This is an optimization exercise on Yosys and OpenROAD, whose aim is small area, a short achievable clock period and few clock cycles per item, not a production implementation. Power and IR drop assume default switching activity.

maple:
Design servo_pulse_pwm_two_channel, start of the top module:
module servo_pulse_pwm_two_channel #(
  parameter int TICKS_PER_US = 16,
  parameter int MAX_ANGLE    = 180
) (
  input  logic         clk,
  input  logic         rst,
  input  logic         cfg_valid,
  output logic         cfg_ready,
  input  logic [2:0]   cfg_index,
  input  logic [11:0]  cfg_data,
  input  logic         item_valid,
  output logic         item_ready,
  input  logic [1:0]   item_cmd,
  input  logic [1:0]   item_channel,
  input  logic [15:0]  item_value,
  output logic         result_valid,
  input  logic         result_ready,
  output logic         result_pwm_a,
  output logic         result_pwm_b,
  output logic [15:0]  result_count
);
Size: about 61 I/O pins, about 0.010 mm^2 of cells after synthesis.
clock: 7.0 ns
lec_check: 0
cap_margin: 20
core_margin: 2
core_utilization: 40
setup_slack_margin: 4.3
slew_margin: 20
run.sh (not shown) runs the stock make flow with config.mk's settings and CLKGATE_MAP_FILE= SYNTH_SCRIPT=/design/flow/synth_recipe.tcl, a recipe that flattens the netlist after the stock synthesis.
Modified inputs, onyx compared to maple
diff --git a/flow/config.mk b/flow/config.mk
--- a/flow/config.mk
+++ b/flow/config.mk
@@ -9,4 +9,4 @@
 export CORE_MARGIN = 2
 export CORE_UTILIZATION = 40
-export SETUP_SLACK_MARGIN = 4.3
+export SETUP_SLACK_MARGIN = 4.0
 export SLEW_MARGIN = 20
Results
From maple to onyx the numbers moved as follows: final cell utilization of the core has decreased; worst path setup slack after routing has decreased; number of standard cells in the layout, taps in and fillers out has decreased.
Summary — share of the final layout cell area in sequential cells, onyx relative to maple: higher, by 1.3 points.
maple vs onyx, cell type of the slowest stage on the worst timing path: edfxtp_1 vs clkdlybuf4s50_1
Diff maple -> onyx: post-synthesis to final-layout area growth decreased by 6.2 points relative to the old numbers; via count now sits lower; number of cells on the worst reg-to-reg path went down 1.
No functional check of the RTL was part of any run of this note.

The RTL this note starts from:
==> flow/design.v <==
package spp_pkg;
  localparam int US_W  = 12;
  localparam int VAL_W = 16;
  localparam int CNT_W = 16;
  localparam int IDX_W = 3;
  typedef enum logic [1:0] {
    CMD_TICK = 2'd0,
    CMD_AUTO = 2'd1,
    CMD_US   = 2'd2
  } cmd_t;
  typedef enum logic [1:0] {
    CH_A    = 2'd0,
    CH_B    = 2'd1,
    CH_BOTH = 2'd2
  } chan_t;
  localparam logic [IDX_W-1:0] REG_MIN_A = 3'd0;
  localparam logic [IDX_W-1:0] REG_MAX_A = 3'd1;
  localparam logic [IDX_W-1:0] REG_MIN_B = 3'd2;
  localparam logic [IDX_W-1:0] REG_MAX_B = 3'd3;
  localparam logic [IDX_W-1:0] REG_EN_A  = 3'd4;
  localparam logic [IDX_W-1:0] REG_EN_B  = 3'd5;
  localparam logic [US_W-1:0] MIN_RESET = 12'd544;
  localparam logic [US_W-1:0] MAX_RESET = 12'd2400;
  typedef struct packed {
    logic s2;
    logic s3;
  } stage_en_t;
  typedef struct packed {
    logic       load;
    logic [1:0] cmd;
    logic [1:0] channel;
  } upd_ctl_t;
endpackage
module servo_pulse_pwm_two_channel #(
  parameter int TICKS_PER_US = 16,
  parameter int MAX_ANGLE    = 180
) (
  input  logic         clk,
  input  logic         rst,
  input  logic         cfg_valid,
  output logic         cfg_ready,
  input  logic [2:0]   cfg_index,
  input  logic [11:0]  cfg_data,
  input  logic         item_valid,
  output logic         item_ready,
  input  logic [1:0]   item_cmd,
  input  logic [1:0]   item_channel,
  input  logic [15:0]  item_value,
  output logic         result_valid,
  input  logic         result_ready,
  output logic         result_pwm_a,
  output logic         result_pwm_b,
  output logic [15:0]  result_count
);
  logic [11:0] min_a, max_a, min_b, max_b;
  logic        enable_a, enable_b;
  logic [15:0] counter;
  logic [11:0] act_a, act_b;      
  logic        le_a, le_b;        
  logic        wrapped;           
  logic [12:0] pend_a, pend_b;    
  logic        need_a, need_b;    
  logic        busy, cur;
  logic        bel, abv, angf, gtf, negf;
  logic [4:0]  step;
  logic [19:0] x;
  logic        t1, t2, t3;
  logic        hu;                
  logic        e1, e2;
  logic        irdy, rv;
  assign cfg_ready = 1'b1;
  logic [11:0] d_min, d_max;
  logic        d_en;
  logic        we_min_a, we_max_a, we_min_b, we_max_b, we_en_a, we_en_b;
  assign d_min    = rst ? spp_pkg::MIN_RESET : cfg_data;
  assign d_max    = rst ? spp_pkg::MAX_RESET : cfg_data;
  assign d_en     = !rst && cfg_data[0];
  assign we_min_a = rst || (cfg_valid && cfg_index == spp_pkg::REG_MIN_A);
  assign we_max_a = rst || (cfg_valid && cfg_index == spp_pkg::REG_MAX_A);
  assign we_min_b = rst || (cfg_valid && cfg_index == spp_pkg::REG_MIN_B);
  assign we_max_b = rst || (cfg_valid && cfg_index == spp_pkg::REG_MAX_B);
  assign we_en_a  = rst || (cfg_valid && cfg_index == spp_pkg::REG_EN_A);
  assign we_en_b  = rst || (cfg_valid && cfg_index == spp_pkg::REG_EN_B);
  always_ff @(posedge clk) begin
    if (we_min_a) min_a    <= d_min;
    if (we_max_a) max_a    <= d_max;
    if (we_min_b) min_b    <= d_min;
    if (we_max_b) max_b    <= d_max;
    if (we_en_a)  enable_a <= d_en;
    if (we_en_b)  enable_b <= d_en;
  end
  logic acc, take, is_tick, is_wr, wr_a, wr_b;
  logic [12:0] raw;
  assign acc     = item_valid && irdy;
  assign take    = rv && result_ready;
  assign is_tick = item_cmd == 2'd0;
  assign is_wr   = item_cmd == 2'd1 || item_cmd == 2'd2;
  assign wr_a    = acc && is_wr && (item_channel == 2'd0 || item_channel == 2'd2);
  assign wr_b    = acc && is_wr && (item_channel != 2'd0);
  assign raw     = {item_cmd == 2'd1, item_value[11:0] | {12{|item_value[15:12]}}};
  logic [11:0] lo, hi, v;
  logic        pauto;
  logic [11:0] q;
  logic [12:0] sum;
  logic [7:0]  acc_in;
  logic [7:0]  ang;                
  logic [11:0] lo_c;               
  logic        mbit;
  logic [8:0]  macc;
  logic [6:0]  dt, dsub;
  logic        dge;
  logic        s_cmp, s_first, s_mul, s_add, s_fin;
  logic [11:0] conv_w;
  logic        sfull, sel_lo, sel_hi, sel_x;
  assign lo    = lo_c;
  assign hi    = cur ? max_b  : max_a;
  assign v     = cur ? pend_b[11:0] : pend_a[11:0];
  assign pauto = cur ? pend_b[12]   : pend_a[12];
  assign q     = x[13:2];
  assign s_mul   = step >= 5'd1 && step <= 5'd12;
  always_comb begin
    sum      = {1'b0, lo} + {1'b0, q};
    acc_in   = s_first ? (negf ? ang : 8'd0) : x[19:12];
    mbit     = x[0] ^ !negf;
    macc     = {1'b0, acc_in} + (mbit ? {1'b0, ang} : 9'd0);
    dt       = {x[19:14], x[13]};
    dge      = dt >= 7'd45;
    dsub     = dt - 7'd45;
    sfull = angf && gtf;
    if (s_fin) begin
      sel_lo = negf && !x[12];
      sel_hi = negf && x[12];
      sel_x  = !negf;
    end else begin
      sel_lo = sfull ? negf : bel;
      sel_hi = sfull ? !negf : (!bel && abv);
      sel_x  = 1'b0;
    end
    if (sel_lo)      conv_w = lo;
    else if (sel_hi) conv_w = hi;
    else if (sel_x)  conv_w = x[11:0];
    else             conv_w = v;
  end
  logic        busy_n, cur_n, need_a_n, need_b_n;
  logic [12:0] pend_a_n, pend_b_n;
  logic        conv_wr;
  always_comb begin
    busy_n   = busy;
    cur_n    = cur;
    need_a_n = need_a;
    need_b_n = need_b;
    conv_wr  = 1'b0;
    if (!busy) begin
      if (need_a || need_b) begin
        busy_n = 1'b1;
        cur_n  = !need_a;
        if (need_a) need_a_n = 1'b0; else need_b_n = 1'b0;
      end
    end else if (s_fin || (s_first && !(angf && !gtf))) begin
      busy_n  = 1'b0;
      conv_wr = 1'b1;
    end
    pend_a_n = (conv_wr && !cur) ? {1'b0, conv_w} : pend_a;
    pend_b_n = (conv_wr &&  cur) ? {1'b0, conv_w} : pend_b;
    if (busy && (cur ? wr_b : wr_a)) busy_n = 1'b0;
    if (wr_a) begin
      pend_a_n = raw;
      need_a_n = 1'b1;
    end
    if (wr_b) begin
      pend_b_n = raw;
      need_b_n = 1'b1;
    end
  end
  always_ff @(posedge clk) begin
    if (rst) begin
      busy   <= 1'b0;
      need_a <= 1'b0;
      need_b <= 1'b0;
      pend_a <= '0;
      pend_b <= '0;
    end else begin
      busy   <= busy_n;
      need_a <= need_a_n;
      need_b <= need_b_n;
      pend_a <= pend_a_n;
      pend_b <= pend_b_n;
    end
  end
  always_ff @(posedge clk) begin
    cur  <= cur_n;
    step <= busy ? step + 5'd1 : 5'd0;
    s_cmp   <= !rst && !busy && busy_n;
    s_first <= !rst && s_cmp && busy_n;
    s_add   <= !rst && busy && step == 5'd24 && busy_n;
    s_fin   <= !rst && s_add && busy_n;
    if (s_cmp) begin
      bel  <= v < lo;
      abv  <= v > hi;
      angf <= pauto && (v < lo);
      gtf  <= v > 12'(MAX_ANGLE);
      negf <= sum[12];
      ang  <= v[7:0];
      x[11:0] <= sum[11:0];
    end else if (!busy) begin
      x[13:2] <= ~(need_a ? max_a : max_b);
      lo_c    <= need_a ? min_a : min_b;
    end else if (s_mul) begin
      x <= {macc, x[11:1]};
    end else if (s_add) begin
      x[12:0] <= {q == 12'd0, sum[11:0]};
    end else begin
      x <= {dge ? dsub[5:0] : dt[5:0], x[12:2], dge, x[1:0]};
    end
  end
  logic        t1_n, t2_n, t3_n, hu_n, e1_n, e2_n;
  logic        ap_raw, ap, wrap, nearwrap, busy_any, busy_any_n;
  assign busy_any   = busy | need_a | need_b;
  assign busy_any_n = busy_n | need_a_n | need_b_n;
  assign wrap       = counter == 16'hFFFF;
  assign nearwrap   = counter[15:3] == 13'h1FFF;
  always_comb begin
    if (take) begin
      t1_n = acc | t2;
      t2_n = acc ? t2 : t3;
      t3_n = 1'b0;
    end else begin
      t1_n = acc | t1;
      t2_n = acc ? t1 : t2;
      t3_n = acc ? t2 : t3;
    end
    if (take) ap_raw = t2 ? e1 : (acc & is_tick);
    else      ap_raw = t1 ? hu : (acc & is_tick);
    ap   = ap_raw & !((wrap & busy_any) | wrapped);
    hu_n = ap_raw & ((wrap & busy_any) | wrapped);
    if (take) e1_n = t3 ? e2 : is_tick;
    else      e1_n = (t1 & !t2) ? is_tick : e1;
    e2_n = (!take & t2 & !t3) ? is_tick : e2;
  end
  always_ff @(posedge clk) begin
    if (rst) begin
      t1      <= 1'b0;
      t2      <= 1'b0;
      t3      <= 1'b0;
      hu      <= 1'b0;
      e1      <= 1'b0;
      e2      <= 1'b0;
      irdy    <= 1'b1;
      rv      <= 1'b0;
      counter <= '0;
      act_a   <= '0;
      act_b   <= '0;
      le_a    <= 1'b1;
      le_b    <= 1'b1;
      wrapped <= 1'b0;
    end else begin
      t1   <= t1_n;
      t2   <= t2_n;
      t3   <= t3_n;
      hu   <= hu_n;
      e1   <= e1_n;
      e2   <= e2_n;
      irdy <= !t3_n && !(nearwrap && (hu_n || (t2_n && e1_n)));
      rv   <= t1_n && !hu_n && (t2_n || !busy_any_n);
      wrapped <= ap && wrap;
      if (wrapped) begin
        act_a <= pend_a[11:0];
        act_b <= pend_b[11:0];
      end
      if (ap) begin
        counter <= counter + 16'd1;
        if (wrap) begin
          le_a  <= 1'b1;
          le_b  <= 1'b1;
        end else begin
          if (counter == {act_a, 4'b0000}) le_a <= 1'b0;
          if (counter == {act_b, 4'b0000}) le_b <= 1'b0;
        end
      end
    end
  end
  assign item_ready   = irdy;
  assign result_valid = rv;
  assign result_count = counter;
  assign result_pwm_a = enable_a && le_a;
  assign result_pwm_b = enable_b && le_b;
endmodule
export LEC_CHECK = 0
export CAP_MARGIN = 20
export CORE_MARGIN = 2
export CORE_UTILIZATION = 40
export SETUP_SLACK_MARGIN = 4.4
export SLEW_MARGIN = 20
create_clock -name core_clock -period 7.0 [get_ports {clk}]
standard.sh (not shown) runs the stock make flow with config.mk's settings and CLKGATE_MAP_FILE= SYNTH_SCRIPT=/design/flow/synth_recipe.tcl, a recipe that flattens the netlist after the stock synthesis.
==> flow/flow/run.sh <==
#!/bin/bash
# Layout flow: the standard flow (standard.sh, unchanged synthesis and
# steps), with the port buffers inserted as sky130_fd_sc_hd__buf_2 cells
# instead of the default buffer cell that buffer_ports picks.
# Logs in the run folder: standard.log (everything standard.sh runs prints;
# ORFS keeps each tool's own log under orfs/logs/).
set -o pipefail
cp standard.sh standard_sh_copy.txt
export BUFFER_PORTS_ARGS="-buffer_cell sky130_fd_sc_hd__buf_2"
bash standard.sh > standard.log 2>&1
Next try:
SETUP_SLACK_MARGIN = 4.0   (was 4.4)
Result: The changed run passed the timing, DRC and antenna checks. Hold slack is about the same. Routed wire length rose slightly. Clock skew rose by 0.0030 ns. Sequential power barely changes. Count of clock-buffer cells in the layout is unchanged. Critical path depth fell by 6. Register-to-register slack is worse by 0.20 ns. Utilization fell by 1.2 points.
No run of this note included a check of the RTL's function; only the layout flow was run.

-- what the ideal ports hide --
No port has a modelled driver above. Below, the same layouts with a new extraction and two added sets of constraints.
Step 1 assumes that a clkbuf_16 drives the clock port and a buf_2 every other input.
Step 2 adds t to the input delays and takes it off the output delays; t is the mean of the earliest and latest rising clock arrival at the registers after step 1. Input paths then give back, and output paths get back, about the clock's delay inside the block.
a / b / c = ideal ports / drivers / drivers and shift; a / b = the first two.
run	shift t [ns]	setup slack, ns	worst hold slack (ns)
maple	0.487	4.031 / 4.031 / 3.873	0.480 / 0.480 / 0.480
onyx	0.494	4.014 / 3.964 / 3.656	0.469 / 0.469 / 0.469
the first run of note 2	0.479	4.431 / 4.394 / 3.979	0.474 / 0.474 / 0.474
the second run of note 2	0.476	4.151 / 4.179 / 3.704	0.472 / 0.472 / 0.472
After both steps setup and hold are still met in every run listed. The setup slack of the first run of note 2, which loses most, moves by -0.037 ns with the drivers and by -0.452 ns with both steps.
